Background: an optimization exercise with open tools, aiming at small area, a short achievable clock period and few clock cycles. Do not read the settings as production practice. At most, simulation tests tie the RTL to the original design; equivalence was not proved. Power is estimated from default activity; no workload was simulated.

## tsp_top
module tsp_top #(
	parameter int coord_bits = tsp_pkg::coord_bits_default,
	parameter int node_addr_bits = tsp_pkg::node_addr_bits_default
) (
	input  wire                                clk,
	input  wire                                rst,
	input  wire  [7:0]                         specdata,
	input  wire                                has_specdata,
	output logic                               ready_to_read,
	output logic [coord_bits+node_addr_bits:0] tour_length,
	output logic                               tour_valid
);
clock: 5.0 ns
lec_check: 0
cap_margin: 20
core_margin: 2
core_utilization: 40
cts_buf_list: sky130_fd_sc_hd__clkbuf_4 sky130_fd_sc_hd__clkbuf_8
setup_slack_margin: 3.0
slew_margin: 20
run.sh (not shown) runs the stock make flow with config.mk's settings and CLKGATE_MAP_FILE= SYNTH_SCRIPT=/design/flow/synth_recipe.tcl, a recipe that flattens the netlist after the stock synthesis.
Edit:
SETUP_SLACK_MARGIN = 2.6   (was 3.0)
Effect: The changed run went through all stages and came out clean; utilization shrinks by 2.1 points; die area does not change; routed wire length shrinks by 5.6%; via count shrinks by 5.5%; power shrinks by 3.5%; final area shrinks by about 4%.
Edit:
CORE_UTILIZATION = 60   (was 40)
PLACE_DENSITY = 0.8   (was not set)
SETUP_SLACK_MARGIN = 3.0   (was 2.6)
What happened: The changed run passed the timing, design-rule and antenna checks; via count increases by 11%; fmax fell by about 1.8%; clock power is higher by about 10%; die area goes down by 33%; clock-buffer cell count is lower by 2; core utilization rises by 26 points; flip-flop and latch count does not change; design area goes up by about 4%; wire length came out higher by 20%; non-clock buffer count increases by 49; power increases by about 4%.
Edit:
CORE_UTILIZATION = 40   (was 60)
PLACE_DENSITY = not set   (was 0.8)
SETUP_SLACK_MARGIN = 2.3   (was 3.0)
Result: Sequential cell count stays the same; clock-buffer cell count is unchanged; utilization shrinks by 27 points; wire length shrinks by 19%; setup slack degrades by 0.16 ns; synthesized area stays the same; total power barely changes; register-to-register slack degrades by 0.16 ns.
Edit:
CTS_BUF_LIST = not set   (was sky130_fd_sc_hd__clkbuf_4 sky130_fd_sc_hd__clkbuf_8)
SETUP_SLACK_MARGIN = not set   (was 2.3)
Non-clock buffer count falls by 5.
Sequential cell count does not change.
Sequential power hardly moves.
Final cell count came out lower slightly.
Worst hold slack is worse by 0.0033 ns.
Die area is unchanged.
Count of clock-buffer cells in the layout increases by 1.
Total power goes up by roughly a tenth.
Wire length is lower slightly.
No run of this note included a check of the RTL's function; only the layout flow was run.

========
== job 1589 ==
Another version of the RTL of tsp_top (not shown whole).
For scale: ~680 cells after synthesis, roughly 180 flip-flops, about 34 I/O pins, ~0.0084 sq mm of cells after synthesis.
==> flow/design.v (excerpt) <==
module tsp_top #(
	parameter int coord_bits = tsp_pkg::coord_bits_default,
	parameter int node_addr_bits = tsp_pkg::node_addr_bits_default
) (
	input  wire                                clk,
	input  wire                                rst,
	input  wire  [7:0]                         specdata,
	input  wire                                has_specdata,
	output logic                               ready_to_read,
	output logic [coord_bits+node_addr_bits:0] tour_length,
	output logic                               tour_valid
);
==> flow/config.mk <==
export PLATFORM = sky130hd
export DESIGN_NAME = tsp_top
export DESIGN_NICKNAME = tsp_top
export VERILOG_FILES = /design/flow/design.v
export SDC_FILE = /design/flow/constraint.sdc
export NUM_CORES = 4
export LEC_CHECK = 0
export CAP_MARGIN = 20
export CORE_MARGIN = 2
export CORE_UTILIZATION = 40
export CTS_BUF_LIST = sky130_fd_sc_hd__clkbuf_4 sky130_fd_sc_hd__clkbuf_8
export CTS_CLUSTER_DIAMETER = 100
export CTS_CLUSTER_SIZE = 40
export SETUP_SLACK_MARGIN = 2.6
export SLEW_MARGIN = 20
==> flow/constraint.sdc <==
create_clock -name core_clock -period 5.0 [get_ports {clk}]
set_input_delay 1.0000 -clock core_clock [delete_from_list [all_inputs] [get_ports {clk}]]
set_output_delay 1.0000 -clock core_clock [all_outputs]
set_load 0.01 [all_outputs]
standard.sh (not shown) runs the stock make flow with config.mk's settings and CLKGATE_MAP_FILE= SYNTH_SCRIPT=/design/flow/synth_recipe.tcl, a recipe that flattens the netlist after the stock synthesis.
==> flow/flow/run.sh <==
#!/bin/bash
# Layout flow: the standard ORFS flow, with the port buffers inserted
# during global placement made from sky130_fd_sc_hd__buf_2 cells instead of
# the delay-cell buffers buffer_ports picks by default. Everything else is
# the standard flow (standard.sh), including its synthesis.
set -euo pipefail
export BUFFER_PORTS_ARGS="-buffer_cell sky130_fd_sc_hd__buf_2"
bash standard.sh > standard_flow.log 2>&1
Testbench counts of job 1589, summed over its fixed seeds: cycles 19,607.
## Diff of input files: job 1764 against job 1589
Settings: removing CTS_CLUSTER_DIAMETER (formerly 100); changing CORE_UTILIZATION from 40 to 50; setting ABC_AREA to 1 for the first time; removing CTS_CLUSTER_SIZE (formerly 40); changing SETUP_SLACK_MARGIN from 2.6 to 3.0.
Results
Fmax: job 1764 higher than job 1589. Job 1764 ended up with flop to output port as its category of the most critical setup path; job 1589 ended up with flop to flop. Proportion of final cell area spent on non-clock buffers, job 1764 and job 1589, higher one = job 1764. Relative to job 1589, total power of the final layout has increased by 0.45 mW in job 1764. Job 1764 packs its core more tightly than job 1589. Delta (job 1764 minus job 1589): worst-margin pin slew dropped 0.14 ns, clock share of power now sits lower, wire length picked up an extra about 20%.
Input changes introduced in job 3292 (baseline for comparison: job 1764):
==> flow/flow/run.sh <==
#!/bin/bash
# Layout flow: the standard ORFS flow (standard.sh) with two changes:
#  - synthesis maps adders with ABC like the rest of the logic instead of
#    extracting them into the library's full/half-adder cells, which are slow
#    (ADDER_MAP_FILE empty; registers and their names are unchanged);
#  - the port buffers inserted during global placement are
#    sky130_fd_sc_hd__buf_2 instead of the delay-cell buffers buffer_ports
#    picks by default.
set -euo pipefail
export ADDER_MAP_FILE=
export BUFFER_PORTS_ARGS="-buffer_cell sky130_fd_sc_hd__buf_2"
bash standard.sh > standard_flow.log 2>&1
--- outcome ---
- Job 3292 vs. job 1764: cell area now smaller; global-route total usage across every layer now larger; total leakage power now smaller.
- Sequential share of the synthesized area: job 3292 vs job 1764, no meaningful difference
- Sort job 1764 and job 3292 by total of clock buffers placed in the layout, descending, and job 1764 comes first.
- Re core utilization: job 3292 is 0.66 points down on job 1764.
## Diff of input files: job 1118 against job 3292
Settings: changing SETUP_SLACK_MARGIN from 3.0 to 2.6; changing CORE_UTILIZATION from 50 to 55; removing ABC_AREA (formerly 1); setting PLACE_DENSITY to 0.7 for the first time.
==> flow/flow/run.sh <==
#!/bin/bash
# Layout flow: the standard ORFS flow, with the port buffers inserted
# during global placement made from sky130_fd_sc_hd__buf_2 cells instead of
# the delay-cell buffers buffer_ports picks by default. Everything else is
# the standard flow (standard.sh), including its synthesis.
set -euo pipefail
export BUFFER_PORTS_ARGS="-buffer_cell sky130_fd_sc_hd__buf_2"
bash standard.sh > standard_flow.log 2>&1
==> comparison <==
Job 1118 closes out successfully: all stages finished, all timing, DRC and antenna checks passed.
Mean cell area of the mapped netlist ends up higher on job 1118.
When job 1118 is set beside job 3292, its count of TritonRoute iterations in the first routing pass turns out to be 1 smaller.
Per the comparison of job 1118 with job 3292, total number of vias down about 25%; power down 0.35 mW; part of the cycle the worst path needs up 8.7 points; post-synthesis cell type count up 23.
Final weighted congestion in routability-driven placement (job 1118 vs. job 3292) increases by a few percent
What job 1118 reported for area after synthesis has to be multiplied by 1.07 to get the figure for job 3292.
For job 5043, these inputs were changed with respect to job 1118:
Settings: clearing PLACE_DENSITY, which used to be 0.7; putting ABC_AREA at 1 where nothing was set; swapping 55 for 40 in CORE_UTILIZATION.
Results
Job 5043 completed end to end with timing, DRC and antenna clean. Every stage of the flow completed for job 1118, and the final layout passed the timing, design-rule and antenna checks. | mapped cell area | job 5043 vs job 1118 | worse |. Going from job 1118 to job 5043, sequential group share of total power decreased 3.4 points; fraction of power consumed by the clock network went down by 6.6 points. Xor and xnor fraction of the mapped netlist area, job 1118 and job 5043: larger value in job 1118. Comparing job 1118 and job 5043, post-detailed-route via-to-cell ratio is lower on job 5043. Diff job 1118 -> job 5043: number of standard cells after synthesis higher; CTS clock-pin slew for the worst setup and hold paths about even; synthesized area per cell fell by 3.2 sq um; final cell area excluding filler cells rose 5.7%. Job 5043 against job 1118: fraction of area in multi-input gates went down, via count increased by 18% relative to the old numbers. A standard cell with the maximum stage delay on the critical path of sky130_fd_sc_hd__edfxtp_1 is what job 1118 shows, while sky130_fd_sc_hd__fa_1 belongs to job 5043.
Edits applied to the flow inputs when going from job 5043 to job 1905:
Settings: a deleted ABC_AREA that had been 1.
Results
Job 1905: all stages complete, timing, DRC and antenna checks passed
Between job 5043 and job 1905, critical path depth increased.
Delta (job 1905 minus job 5043): part of the power in combinational logic -10 points; synthesized cell count has decreased; maximum ir drop on the vdd rail shows an increase of about 20%.
Diff job 5043 -> job 1905: routed length per instance higher; highest clock frequency the design can meet dropped 0.057 GHz; fraction of the mapped netlist area in adder cells shows an increase of 0.85 points.
Cmp job 1905 vs job 5043: final non-filler cell area lower in job 1905
The total wire length in job 1905 is 0.872 times that in job 5043.
Of the two values seen for combinational family with the most area after synthesis, simple AND/OR/NAND/NOR gates was produced by job 5043 and adder cells by job 1905.
Job 1905 ends up with a minimum clock period that is 0.28 ns higher than in job 5043.
Relative to job 5043, register-to-register slack has gone down in job 1905.

## port drivers added, routing unchanged
Ports are ideal in the flow. The routed layouts listed here were re-timed in OpenROAD.
Step 1, drivers: a clkbuf_16 drives clk and a buf_2 each remaining input, both assumed.
Step 2 adds t to the input delays and takes it off the output delays; t is the mean of the earliest and latest rising clock arrival at the registers after step 1. Input paths then give back, and output paths get back, about the clock's delay inside the block.
a / b / c = no drivers / after step 1 / after step 2; a / b = the first two.
run	t, ns	slack for setup (ns)	worst hold slack (ns)	worst setup path at the end	cell pins on the clock port's net
the first run of note 1	0.488	2.589 / 2.589 / 2.589	0.418 / 0.418 / 0.418	register to register	1
the second run of note 1	0.488	2.609 / 2.609 / 2.609	0.424 / 0.424 / 0.424	register to register	1
the third run of note 1	0.498	2.566 / 2.566 / 2.566	0.424 / 0.424 / 0.424	register to register	1
the fourth run of note 1	0.497	2.408 / 2.408 / 2.408	0.422 / 0.422 / 0.422	register to register	1
the fifth run of note 1	0.463	2.009 / 2.009 / 2.009	0.419 / 0.419 / 0.419	register to register	1
job 1589	0.480	2.650 / 2.650 / 2.650	0.423 / 0.423 / 0.423	register to register	1
job 1764	0.491	3.048 / 3.010 / 3.076	0.392 / 0.392 / 0.392	register to register	1
job 3292	0.485	3.062 / 3.025 / 3.157	0.408 / 0.408 / 0.408	register to register	1
job 1118	0.493	2.626 / 2.626 / 2.626	0.412 / 0.412 / 0.412	register to register	1
job 5043	0.483	2.926 / 2.899 / 2.926	0.403 / 0.403 / 0.403	register to register	1
job 1905	0.480	2.650 / 2.650 / 2.650	0.423 / 0.423 / 0.423	register to register	1
After both steps setup and hold are still met in every run listed.
